This design comes from an exercise in tuning for a short achievable clock period and few clock cycles on the open sky130 flow, not from production work.
In this exercise RTL edits were held to simulation tests only and were not proved equivalent to the original.
Power figures rest on the tool's default switching activity, not on a simulated workload.

==> flow/design.v <==
package rv_isa_pkg;
    localparam int unsigned NUM_REGS = 32;   
    typedef enum logic [6:0] {
        OPC_LOAD   = 7'b0000011,
        OPC_OP_IMM = 7'b0010011,
        OPC_AUIPC  = 7'b0010111,
        OPC_STORE  = 7'b0100011,
        OPC_OP     = 7'b0110011,
        OPC_LUI    = 7'b0110111,
        OPC_BRANCH = 7'b1100011,
        OPC_JALR   = 7'b1100111,
        OPC_JAL    = 7'b1101111,
        OPC_SYSTEM = 7'b1110011
    } opcode_e;
    typedef logic [2:0] funct3_t;
    localparam funct3_t F3_SR = 3'b101;   
    typedef enum logic [3:0] {
        ALU_ADD  = 4'b0000,
        ALU_SLL  = 4'b0001,
        ALU_SLT  = 4'b0010,
        ALU_SLTU = 4'b0011,
        ALU_XOR  = 4'b0100,
        ALU_SRL  = 4'b0101,
        ALU_OR   = 4'b0110,
        ALU_AND  = 4'b0111,
        ALU_SUB  = 4'b1000,
        ALU_SRA  = 4'b1101
    } alu_op_e;
    typedef enum logic [2:0] {
        BR_EQ  = 3'b000,
        BR_NE  = 3'b001,
        BR_LT  = 3'b100,
        BR_GE  = 3'b101,
        BR_LTU = 3'b110,
        BR_GEU = 3'b111
    } branch_cond_e;
endpackage
package rv_pipe_pkg;
    typedef logic [32-1:0] word_t;
    typedef logic [5-1:0] reg_addr_t;
    typedef enum logic {
        FWD_REG = 1'b0,   
        FWD_WB  = 1'b1    
    } fwd_sel_e;
endpackage
module rv_fetch
#(
    parameter logic [32-1:0] RESET_ADDR = 32'h8000_0000
) (
    input  logic        clk,
    input  logic        rst_n,
    input  logic        instr_ready_i,
    input  logic [31:0] instr_data_i,
    input  logic        redirect_i,      
    input  logic [31:2] target_i,        
    output logic [31:0] instr_addr_o,
    output logic [31:2] pc_o,
    output logic        pred_o           
);
    logic [31:2]  pc;
    logic [31:2]  pc_inc;
    logic [31:13] pc_hi_dec;
    logic [11:0]  lo_sum;
    logic [31:2]  pred_target;
    logic [31:2]  pc_next;
    assign instr_addr_o = {pc, 2'b00};
    assign pc_o         = pc;
    assign pc_inc    = pc + 30'd1;
    assign pc_hi_dec = pc[31:13] - 19'd1;
    assign pred_o = instr_ready_i && (instr_data_i[6:0] == 7'b1100011) && instr_data_i[31] &&
                    (instr_data_i[14:13] != 2'b01);
    assign lo_sum      = {1'b0, pc[12:2]} + {1'b0, instr_data_i[31], instr_data_i[7],
                                             instr_data_i[30:25], instr_data_i[11:9]};
    assign pred_target = {lo_sum[11] ? pc[31:13] : pc_hi_dec, lo_sum[10:0]};
    always_comb begin
        if (redirect_i)          pc_next = target_i;
        else if (!instr_ready_i) pc_next = pc;
        else if (pred_o)         pc_next = pred_target;
        else                     pc_next = pc_inc;
    end
    always_ff @(posedge clk or negedge rst_n) begin
        if (!rst_n) pc <= RESET_ADDR[31:2];
        else        pc <= pc_next;
    end
endmodule
module rv_decode
(
    input  logic        clk,
    input  logic        rst_n,
    input  logic        instr_ready_i,
    input  logic [31:0] instr_i,
    input  logic [31:2] pc_i,
    input  logic        pred_i,
    input  logic        flush_i,
    output logic [4:0]  rs1_addr_o,
    output logic [4:0]  rs2_addr_o,
    input  logic [31:0] rs1_data_i,
    input  logic [31:0] rs2_data_i,
    input  logic        x_wr_i,
    input  logic [4:0]  x_rd_i,
    input  logic        w_wr_i,
    input  logic [4:0]  w_rd_i,
    output logic        x_valid_o,
    output logic        x_wr_o,          
    output logic [4:0]  x_rd_o,
    output logic        x_unsup_o,
    output logic        x_branch_o,
    output logic        x_pred_o,
    output logic [31:2] x_alt_o,         
    output logic [5:0]  x_bsel_o,        
    output logic        x_sub_o,
    output logic [6:0]  x_rsel_o,        
    output logic        x_and_o,
    output logic        x_sra_o,
    output logic [2:0]  x_asel_o,        
    output logic [2:0]  x_bsel_src_o,
    output logic [31:0] x_a_o,
    output logic [31:0] x_b_o
);
    logic [6:0]  opcode;
    logic [2:0]  f3;
    logic [4:0]  rd, rs1, rs2;
    logic        b30;
    logic        is_op, is_opimm, is_lui, is_br, use_rs1, use_rs2;
    logic [31:0] imm_i, imm_u;
    logic [31:2] imm_b;
    logic [3:0]  op;
    logic        a1, a2, b1, b2;
    assign opcode = instr_i[6:0];
    assign rd     = instr_i[11:7];
    assign f3     = instr_i[14:12];
    assign rs1    = instr_i[19:15];
    assign rs2    = instr_i[24:20];
    assign b30    = instr_i[30];
    assign rs1_addr_o = rs1;
    assign rs2_addr_o = rs2;
    assign is_op    = (opcode == 7'b0110011);
    assign is_opimm = (opcode == 7'b0010011);
    assign is_lui   = (opcode == 7'b0110111);
    assign is_br    = (opcode == 7'b1100011);
    assign use_rs1  = !is_lui;
    assign use_rs2  = is_op || is_br;
    assign imm_i = {{20{instr_i[31]}}, instr_i[31:20]};
    assign imm_u = {instr_i[31:12], 12'b0};
    assign imm_b = {{19{instr_i[31]}}, instr_i[31], instr_i[7], instr_i[30:25], instr_i[11:9]};
    always_comb begin
        if (is_op)         op = {b30, f3};
        else if (is_opimm) op = {(f3 == 3'b101) && b30, f3};
        else               op = 4'b0000;
        if (op[3] && op[2:0] != 3'b000 && op[2:0] != 3'b101) op = 4'b0000;
    end
    assign a1 = x_wr_i && (x_rd_i == rs1);
    assign a2 = w_wr_i && (w_rd_i == rs1);
    assign b1 = x_wr_i && (x_rd_i == rs2);
    assign b2 = w_wr_i && (w_rd_i == rs2);
    always_ff @(posedge clk or negedge rst_n) begin
        if (!rst_n) x_valid_o <= 1'b0;
        else        x_valid_o <= instr_ready_i && !flush_i;
    end
    always_ff @(posedge clk) begin
        x_wr_o       <= (is_op || is_opimm || is_lui) && (rd != 5'd0);
        x_rd_o       <= rd;
        x_unsup_o    <= !(is_op || is_opimm || is_lui || is_br);
        x_branch_o   <= is_br;
        x_pred_o     <= pred_i;
        x_alt_o      <= pc_i + (pred_i ? 30'd1 : imm_b);
        x_bsel_o     <= {f3 == 3'b111, f3 == 3'b110, f3 == 3'b101,
                         f3 == 3'b100, f3 == 3'b001, f3 == 3'b000};
        x_sub_o      <= (op == 4'b1000);
        x_rsel_o     <= {op[2:0] == 3'b110, op[2:0] == 3'b100, op[2:0] == 3'b011,
                         op[2:0] == 3'b010, op[2:0] == 3'b101, op[2:0] == 3'b001,
                         op[2:0] == 3'b000};
        x_and_o      <= (op[2:0] == 3'b111);
        x_sra_o      <= op[3];
        x_asel_o     <= {use_rs1 && !a1 && a2, use_rs1 && a1, use_rs1 && !a1 && !a2};
        x_bsel_src_o <= {use_rs2 && !b1 && b2, use_rs2 && b1, !(use_rs2 && (b1 || b2))};
        x_a_o        <= rs1_data_i;
        x_b_o        <= use_rs2 ? rs2_data_i : (is_lui ? imm_u : imm_i);
    end
endmodule
module rv_regfile_wb
(
    input  logic        clk,
    input  logic [4:0]  rs1_addr_i,
    input  logic [4:0]  rs2_addr_i,
    output logic [31:0] rs1_data_o,
    output logic [31:0] rs2_data_o,
    input  logic        we_i,
    input  logic [4:0]  wd_addr_i,
    input  logic [31:0] wd_data_i
);
    logic [31:0] regs [0:31];
    assign regs[0] = 32'd0;
    for (genvar r = 1; r < 32; r++) begin : g_reg
        always_ff @(posedge clk) begin
            if (we_i && wd_addr_i == 5'(r)) regs[r] <= wd_data_i;
        end
    end
    assign rs1_data_o = regs[rs1_addr_i];
    assign rs2_data_o = regs[rs2_addr_i];
endmodule
module rv_execute
(
    input  logic        clk,
    input  logic        rst_n,
    input  logic        x_valid_i,
    input  logic        x_wr_i,
    input  logic [4:0]  x_rd_i,
    input  logic        x_unsup_i,
    input  logic        x_branch_i,
    input  logic        x_pred_i,
    input  logic [31:2] x_alt_i,
    input  logic [5:0]  x_bsel_i,
    input  logic        x_sub_i,
    input  logic [6:0]  x_rsel_i,
    input  logic        x_and_i,
    input  logic        x_sra_i,
    input  logic [2:0]  x_asel_i,
    input  logic [2:0]  x_bsel_src_i,
    input  logic [31:0] x_a_i,
    input  logic [31:0] x_b_i,
    output logic        redirect_o,
    output logic [31:2] target_o,
    output logic        wb_valid_o,
    output logic [4:0]  wb_rd_o,
    output logic [31:0] wb_data_o,
    output logic        error_o
);
    logic [31:0] r1, r2;      
    logic [31:0] a, b, sum, sll, sr, res;
    logic        lt, ltu, eq, taken;
    assign a = ({32{x_asel_i[0]}} & x_a_i) | ({32{x_asel_i[1]}} & r1) | ({32{x_asel_i[2]}} & r2);
    assign b = ({32{x_bsel_src_i[0]}} & x_b_i) | ({32{x_bsel_src_i[1]}} & r1) |
               ({32{x_bsel_src_i[2]}} & r2);
    assign sum = x_sub_i ? a - b : a + b;
    assign sll = a << b[4:0];
    assign sr  = 32'($signed({x_sra_i & a[31], a}) >>> b[4:0]);
    assign lt  = $signed(a) < $signed(b);
    assign ltu = a < b;
    assign eq  = (a == b);
    assign res = ({32{x_rsel_i[0]}} & sum) |
                 ({32{x_rsel_i[1]}} & sll) |
                 ({32{x_rsel_i[2]}} & sr) |
                 {31'd0, x_rsel_i[3] & lt} |
                 {31'd0, x_rsel_i[4] & ltu} |
                 ({32{x_rsel_i[5]}} & (a ^ b)) |
                 ({32{x_rsel_i[6]}} & (a | b)) |
                 ({32{x_and_i}} & (a & b));
    assign taken = (x_bsel_i[0] & eq) | (x_bsel_i[1] & !eq) |
                   (x_bsel_i[2] & lt) | (x_bsel_i[3] & !lt) |
                   (x_bsel_i[4] & ltu) | (x_bsel_i[5] & !ltu);
    assign redirect_o = x_valid_i && x_branch_i && (taken != x_pred_i);
    assign target_o   = x_alt_i;
    always_ff @(posedge clk or negedge rst_n) begin
        if (!rst_n) begin
            wb_valid_o <= 1'b0;
            error_o    <= 1'b0;
        end else begin
            wb_valid_o <= x_valid_i && x_wr_i;
            if (x_valid_i && x_unsup_i) error_o <= 1'b1;   
        end
    end
    always_ff @(posedge clk) begin
        r1      <= res;
        r2      <= r1;
        wb_rd_o <= x_rd_i;
        if (x_valid_i && x_wr_i) wb_data_o <= res;
    end
endmodule
module rv_core_top
#(
    parameter logic [32-1:0] RESET_ADDR = 32'h8000_0000
) (
    input  logic      clk,
    input  logic      rst_n,
    input  logic      instr_ready_i,
    input  rv_pipe_pkg::word_t     instr_data_i,
    output rv_pipe_pkg::word_t     instr_addr_o,
    output logic      wb_valid_o,
    output rv_pipe_pkg::reg_addr_t wb_rd_o,
    output rv_pipe_pkg::word_t     wb_data_o,
    output logic      error_o
);
    logic        redirect;
    logic [31:2] target;
    logic [31:2] pc;
    logic        pred;
    logic [4:0]  rs1_addr, rs2_addr;
    logic [31:0] rs1_data, rs2_data;
    logic        x_valid, x_wr, x_unsup, x_branch, x_pred, x_sub, x_and, x_sra;
    logic [4:0]  x_rd;
    logic [31:2] x_alt;
    logic [5:0]  x_bsel;
    logic [6:0]  x_rsel;
    logic [2:0]  x_asel, x_bsrc;
    logic [31:0] x_a, x_b;
    rv_fetch #(.RESET_ADDR(RESET_ADDR)) u_fetch (
        .clk(clk), .rst_n(rst_n), .instr_ready_i(instr_ready_i), .instr_data_i(instr_data_i),
        .redirect_i(redirect), .target_i(target), .instr_addr_o(instr_addr_o),
        .pc_o(pc), .pred_o(pred)
    );
    rv_decode u_decode (
        .clk(clk), .rst_n(rst_n), .instr_ready_i(instr_ready_i), .instr_i(instr_data_i),
        .pc_i(pc), .pred_i(pred), .flush_i(redirect),
        .rs1_addr_o(rs1_addr), .rs2_addr_o(rs2_addr),
        .rs1_data_i(rs1_data), .rs2_data_i(rs2_data),
        .x_wr_i(x_valid && x_wr), .x_rd_i(x_rd), .w_wr_i(wb_valid_o), .w_rd_i(wb_rd_o),
        .x_valid_o(x_valid), .x_wr_o(x_wr), .x_rd_o(x_rd), .x_unsup_o(x_unsup),
        .x_branch_o(x_branch), .x_pred_o(x_pred), .x_alt_o(x_alt),
        .x_bsel_o(x_bsel), .x_sub_o(x_sub), .x_rsel_o(x_rsel), .x_and_o(x_and),
        .x_sra_o(x_sra), .x_asel_o(x_asel), .x_bsel_src_o(x_bsrc),
        .x_a_o(x_a), .x_b_o(x_b)
    );
    rv_regfile_wb u_regfile (
        .clk(clk), .rs1_addr_i(rs1_addr), .rs2_addr_i(rs2_addr),
        .rs1_data_o(rs1_data), .rs2_data_o(rs2_data),
        .we_i(wb_valid_o), .wd_addr_i(wb_rd_o), .wd_data_i(wb_data_o)
    );
    rv_execute u_execute (
        .clk(clk), .rst_n(rst_n),
        .x_valid_i(x_valid), .x_wr_i(x_wr), .x_rd_i(x_rd), .x_unsup_i(x_unsup),
        .x_branch_i(x_branch), .x_pred_i(x_pred), .x_alt_i(x_alt),
        .x_bsel_i(x_bsel), .x_sub_i(x_sub), .x_rsel_i(x_rsel), .x_and_i(x_and),
        .x_sra_i(x_sra), .x_asel_i(x_asel), .x_bsel_src_i(x_bsrc),
        .x_a_i(x_a), .x_b_i(x_b),
        .redirect_o(redirect), .target_o(target),
        .wb_valid_o(wb_valid_o), .wb_rd_o(wb_rd_o), .wb_data_o(wb_data_o), .error_o(error_o)
    );
endmodule
==> flow/run.sh <==
#!/bin/bash
# synth_recipe.tcl (not shown) runs the flow's synth.tcl, then flattens the netlist and writes it again
# the make line also repeats each setting of config.mk as NAME=value (left out here)
make -C /OpenROAD-flow-scripts/flow DESIGN_CONFIG=/design/flow/config.mk WORK_HOME=/design/flow/orfs CLKGATE_MAP_FILE= SYNTH_SCRIPT=/design/flow/synth_recipe.tcl finish
==> flow/config.mk <==
export PLATFORM = sky130hd
export DESIGN_NAME = rv_core_top
export DESIGN_NICKNAME = rv_core_top
export VERILOG_FILES = /design/flow/design.v
export SDC_FILE = /design/flow/constraint.sdc
export NUM_CORES = 4
export LEC_CHECK = 0
export ABC_CLOCK_PERIOD_IN_PS = 2500
export CAP_MARGIN = 20
export CORE_MARGIN = 2
export CORE_UTILIZATION = 40
export SETUP_SLACK_MARGIN = 3.7
export SLEW_MARGIN = 20
==> flow/constraint.sdc <==
create_clock -name core_clock -period 6.5 [get_ports {clk}]
set_input_delay 1.3000 -clock core_clock [delete_from_list [all_inputs] [get_ports {clk}]]
set_output_delay 1.3000 -clock core_clock [all_outputs]
set_load 0.01 [all_outputs]
==> summary.txt <==
[Yosys cell counts (114+ instances only)]
cell type                     n  share of area [%]
sky130_fd_sc_hd__a21oi_1    205                1.7
sky130_fd_sc_hd__a221oi_1   181                2.7
sky130_fd_sc_hd__a222oi_1   123                2.1
sky130_fd_sc_hd__a22o_1     182                2.7
sky130_fd_sc_hd__a22oi_1    555                7.0
sky130_fd_sc_hd__clkbuf_1   308                2.0
sky130_fd_sc_hd__dfxtp_1    194                6.6
sky130_fd_sc_hd__edfxtp_1  1024                 52
sky130_fd_sc_hd__ha_1       140                3.0
sky130_fd_sc_hd__nand2_1    251                1.6
sky130_fd_sc_hd__nand3_1    196                1.7
sky130_fd_sc_hd__nand4_1    114                1.2
sky130_fd_sc_hd__nor2_1     271                1.7
sky130_fd_sc_hd__o21ai_0    211                1.8
[logic make-up (layout without fill, tap and decap cells)]
logic type,after synthesis,after routing
AOI/OAI and AO/OA,1719,1720
DFF,1251,1251
and+or+nand+nor,1091,1094
buffers and inverters,477,1318
adders and majority gates,142,142
muxes,115,115
xor gates and xnor gates,99,99
other,1,26
[final cells by class]
class                      instances  area [sq um]  area share (%)
inverter                         118           485           0.616
antenna                           24          60.1          0.0762
clock inverter                    78           851            1.08
clock buffer                     161          3620            4.59
timing repair buffer             961          9790            12.4
tap                             1930          2410            3.06
sequential                      1251         35500            45.1
multi-input combinational       3172         26100            33.1
[power breakdown]
group | internal [W] | total [W] | leakage (nW) | switching [W]
Clock | 0.00459 | 0.00793 | 2.19 | 0.00334
Combinational | 0.00189 | 0.00445 | 14.8 | 0.00256
Sequential | 0.00893 | 0.00916 | 11.2 | 0.000230
[flip-flops by register name, indices dropped and copies added, names as in the netlist]
| name | cells |
|---|---|
| u_execute.wb_rd_o | 5 |
| u_decode.x_branch_o | 1 |
| u_decode.x_bsel_o | 6 |
| u_decode.x_a_o | 32 |
| u_decode.x_asel_o | 3 |
| u_decode.x_b_o | 32 |
| u_decode.x_unsup_o | 1 |
| u_decode.x_alt_o | 30 |
| u_decode.x_sra_o | 1 |
| u_decode.x_valid_o | 1 |
| u_fetch.pc | 30 |
| u_decode.x_rsel_o | 7 |
| u_decode.x_rd_o | 5 |
| u_execute.r1 | 32 |
| u_regfile.regs | 992 |
| u_execute.wb_data_o | 32 |
| u_decode.x_wr_o | 1 |
| u_execute.wb_valid_o | 1 |
| u_execute.r2 | 32 |
| u_decode.x_bsel_src_o | 3 |
| u_decode.x_sub_o | 1 |
| u_decode.x_and_o | 1 |
| u_execute.error_o | 1 |
| u_decode.x_pred_o | 1 |
[metrics by stage]
| stage | total power (W) | instance area [sq um] | utilization (%) |
|---|---|---|---|
| 3_3_place_gp | 0.0124 | 65000 | 44.1 |
| 2_1_floorplan | 0.0112 | 61700 | - |
| 3_5_place_dp | 0.0124 | 65100 | 44.2 |
| 6_report | 0.0215 | 78800 | 53.5 |
| 4_1_cts | 0.0209 | 76400 | 51.8 |
| 5_1_grt | 0.0220 | 78800 | 53.5 |
[worst reg2reg max path, delay by kind of cell, from the launching register on]
family / cells / cell delay (ps)
buf+inv: 7 / 1020
flops: 1 / 380
mux: 1 / 70
fa+ha+maj: 1 / 300
simple gates: 1 / 170
compound gates: 6 / 1890
xor+xnor: 1 / 160
[worst min path at each step]
stage	from	endpoint	slack, ps
after floorplan	u_execute.r1[0]$_DFF_P_	u_execute.r2[0]$_DFF_P_	350
final	u_execute.r1[24]$_DFF_P_	u_execute.r2[24]$_DFF_P_	370
after CTS	u_execute.r1[24]$_DFF_P_	u_execute.r2[24]$_DFF_P_	360
after global placement	u_execute.r1[7]$_DFF_P_	u_execute.r2[7]$_DFF_P_	360
after detailed placement	u_execute.r1[10]$_DFF_P_	u_execute.r2[10]$_DFF_P_	360
after global routing	u_execute.r1[31]$_DFF_P_	u_execute.r2[31]$_DFF_P_	380
[layer usage]
layer / vias up / global-route usage, % / share of wire, %
met5: - / 0.925 / 0.15
met4: 30 / 29.1 / 10
met3: 2014 / 19.7 / 18
met2: 6494 / 56.0 / 40
met1: 27168 / 47.2 / 32
li1: 21358 / - / -
[repair_timing]
item,CTS,global route
pin swaps,227,198
setup endpoints to repair,388,205
hold buffers,0,0
cloned,31,8
gates resized for setup,873,268
setup buffers,439,134
endpoints found under the hold margin,0,0
==> impl_summary.log <==
INFO  metric critical-path-slowest-cell = sky130_fd_sc_hd__a222oi_1
INFO  metric pin_count_of_the_biggest_net_entering_global_routing = 76
INFO  metric final_hold_viols = 0
INFO  metric critPathRequiredTime = around 7000 ps
INFO  metric final.setup.worst_slack = 2200 ps
INFO  metric die_area = 151,000 sq um
INFO  metric data_arrival_at_the_endpoint_of_the_critical_path = 4780 ps
INFO  metric synth_xor_area_share = roughly 1.5%
INFO  metric ys_seq_elements = 1,251
INFO  metric timing.critical_path.buf_inv = 7
INFO  metric tritoncts_clock_tree = yes
INFO  metric cap_viol_max_count = 0
INFO  metric crit_chain = buf_4, buf_12, a222oi_1, buf_4, inv_4, ha_4, nand2b_4, o2111ai_4, a31oi_4, o31ai_4, buf_12, a221oi_4, buf_4, buf_6, mux2i_1, xnor2_1, a221o_2
INFO  metric wl = 317,000 um
INFO  metric setup_repair_after_global_routing_missed_its_margin = true
INFO  metric ctsRootBufferMaster = sky130_fd_sc_hd__clkbuf_16
INFO  metric syn-cell-area = between 50,000 and 60,000 sq um
INFO  metric cts-htree-levels = 4
INFO  metric synth_compound_area_share = 21.5%
INFO  metric startpoint = u_decode.x_asel_o[0]$_DFF_P_
INFO  metric timing_max_transition_violations_final = 0
INFO  metric cp_top_family = compound AO/OA/AOI/OAI gates
INFO  metric critical_path.startpoint_type = flop
INFO  metric post-place-cells = approximately 6,800
INFO  metric leading_cell_types_in_the_layout_fill_and_taps_excluded = sky130_fd_sc_hd__edfxtp_1 (1,024), sky130_fd_sc_hd__buf_4 (618), sky130_fd_sc_hd__a22oi_1 (536)
INFO  metric total_grt_usage = between 30% and 40%
INFO  metric min_period = about 4300 ps
INFO  metric ff2ff_setup_slack = 2200 ps
INFO  metric post_route_cells_drive_above_1_share = 31.5%
INFO  metric vdd_drop_max = 243 uV
INFO  metric stdcell_count = between 7,000 and 8,000
INFO  metric initial_core_utilization = approximately 40%
INFO  metric dr.first_iter.drc_count = 12,712
INFO  metric drt-pass1-iter-count = 14
INFO  metric ctsLongestPathBuffers = 3
INFO  metric max_freq = 233 MHz
INFO  metric route.vias.total = roughly 57,000
INFO  metric rows = 141
INFO  metric flow.area_growth_from_synthesis = 33.1%
INFO  metric cp-endpoint = u_execute.wb_data_o[20]$_DFFE_PP_
INFO  metric cellLeakagePower = 28.2 nW
INFO  metric share_of_flip_flops_with_an_asynchronous_set_or_reset = 2.64%
INFO  metric worst_path_largest_cell_delay = 540 ps
INFO  metric drcViolationCount = 0
INFO  metric setup_viol_count_final = 0
INFO  metric criticalPathCategory = flop to flop
INFO  metric synth_ff_type = sky130_fd_sc_hd__edfxtp_1
INFO  metric worstHoldPathCells = 0
INFO  metric antenna_violating_nets_post_route = 0
INFO  metric grt_first_pass_wirelength = 423,000 um
INFO  metric outcome = complete, no violations
INFO  metric synth_simple_gate_area_share = 8.96%
INFO  metric buffer_ports.inserted = 103
INFO  metric critPathCaptureType = flop
INFO  metric place.gp.congestion = 0.974
INFO  metric synth_fa_ha_area_share = 3.03%
INFO  metric pre_cts_ws = between 1000 and 1500 ps
INFO  metric hold_slack = 366 ps
INFO  metric aggregate_negative_setup_slack = 0 ps
INFO  metric route.detailed.wl_per_inst = 41.2 um
INFO  metric number_of_distinct_library_cell_variants_in_the_gate_level_netlist_after_synthesis = 88
INFO  metric die_w = a little under 400 um
INFO  metric final.period_utilization = 66.1%
INFO  metric max_fanout_on_critical_path = 6
INFO  metric hold_path.class = flop to flop
INFO  metric tritoncts.num_buffers = approximately 130
INFO  metric timing.critical_path.depth = 17
INFO  metric layout.cells.most_common = sky130_fd_sc_hd__edfxtp_1
INFO  metric layout.filler_cells = 12,027
INFO  metric die_h = 389 um
INFO  metric grt_remaining_overflow = 0
INFO  metric critical_path.reg2reg.endpoint = u_execute.wb_data_o[20]$_DFFE_PP_
INFO  metric critical_path.reg2reg.startpoint = u_decode.x_asel_o[0]$_DFF_P_
INFO  metric synth_warnings = 5
INFO  metric clock_latency = 800 ps
INFO  metric slew_worst_pin = 1210 ps
INFO  metric reg2regPathDepth = 17
INFO  metric netlist_instances = 4,895
INFO  metric cts_sinks = roughly 1,300
INFO  metric ys_seq_area_share = 59.9%
INFO  metric antenna_found_initial = 28
INFO  metric critPathMostFrequentCell = sky130_fd_sc_hd__buf_4
INFO  metric hpwl = approximately 170,000 um
INFO  metric num_io_pins = 106
INFO  metric net_count_reported_at_finish = 5,814
INFO  metric yosys-mux-area-fraction = 2.04%
INFO  metric detail_route.vias_per_cell = 7.42
INFO  metric first_global_vias = roughly 53,000
INFO  metric power_per_cell_area = 273 nW/um^2
INFO  metric syn_area_per_cell = 12.1 sq um
INFO  metric synth_enable_flop_cells = 1,024
INFO  metric slew_headroom = 19.3%
INFO  metric design.core.area = roughly 150,000 sq um
INFO  metric synth_top_family_by_area = compound AO/OA/AOI/OAI gates
INFO  metric fin_skew = 49.7 ps
INFO  metric clock_slew_at_reported_path_ffs = 60 ps
Testbench counts, summed over its fixed seeds: cycles 21,137.

[what the ideal ports hide]
The results above use ideal ports. As a check the final layout listed here was re-extracted and re-timed, cells and wires unchanged. Step 1: set_driving_cell puts a clkbuf_16 on clk and a buf_2 on each other input, an assumption about the parent block. Step 2 times the ports against the registers' clock, not the clock port: input delays grow and output delays shrink by t, the midpoint of the rising clock arrivals with the driver on. Three values: ideal ports, drivers, drivers and shift; two values: the first two.
shift t [ns]: 0.871
setup slack, ns: 2.205 / 2.205 / 1.642
clock arrival spread, ns: 0.050 / 0.050
After both steps setup and hold are still met in this run. The setup slack of this run moves by 0.000 ns with the drivers and by -0.563 ns with both steps.
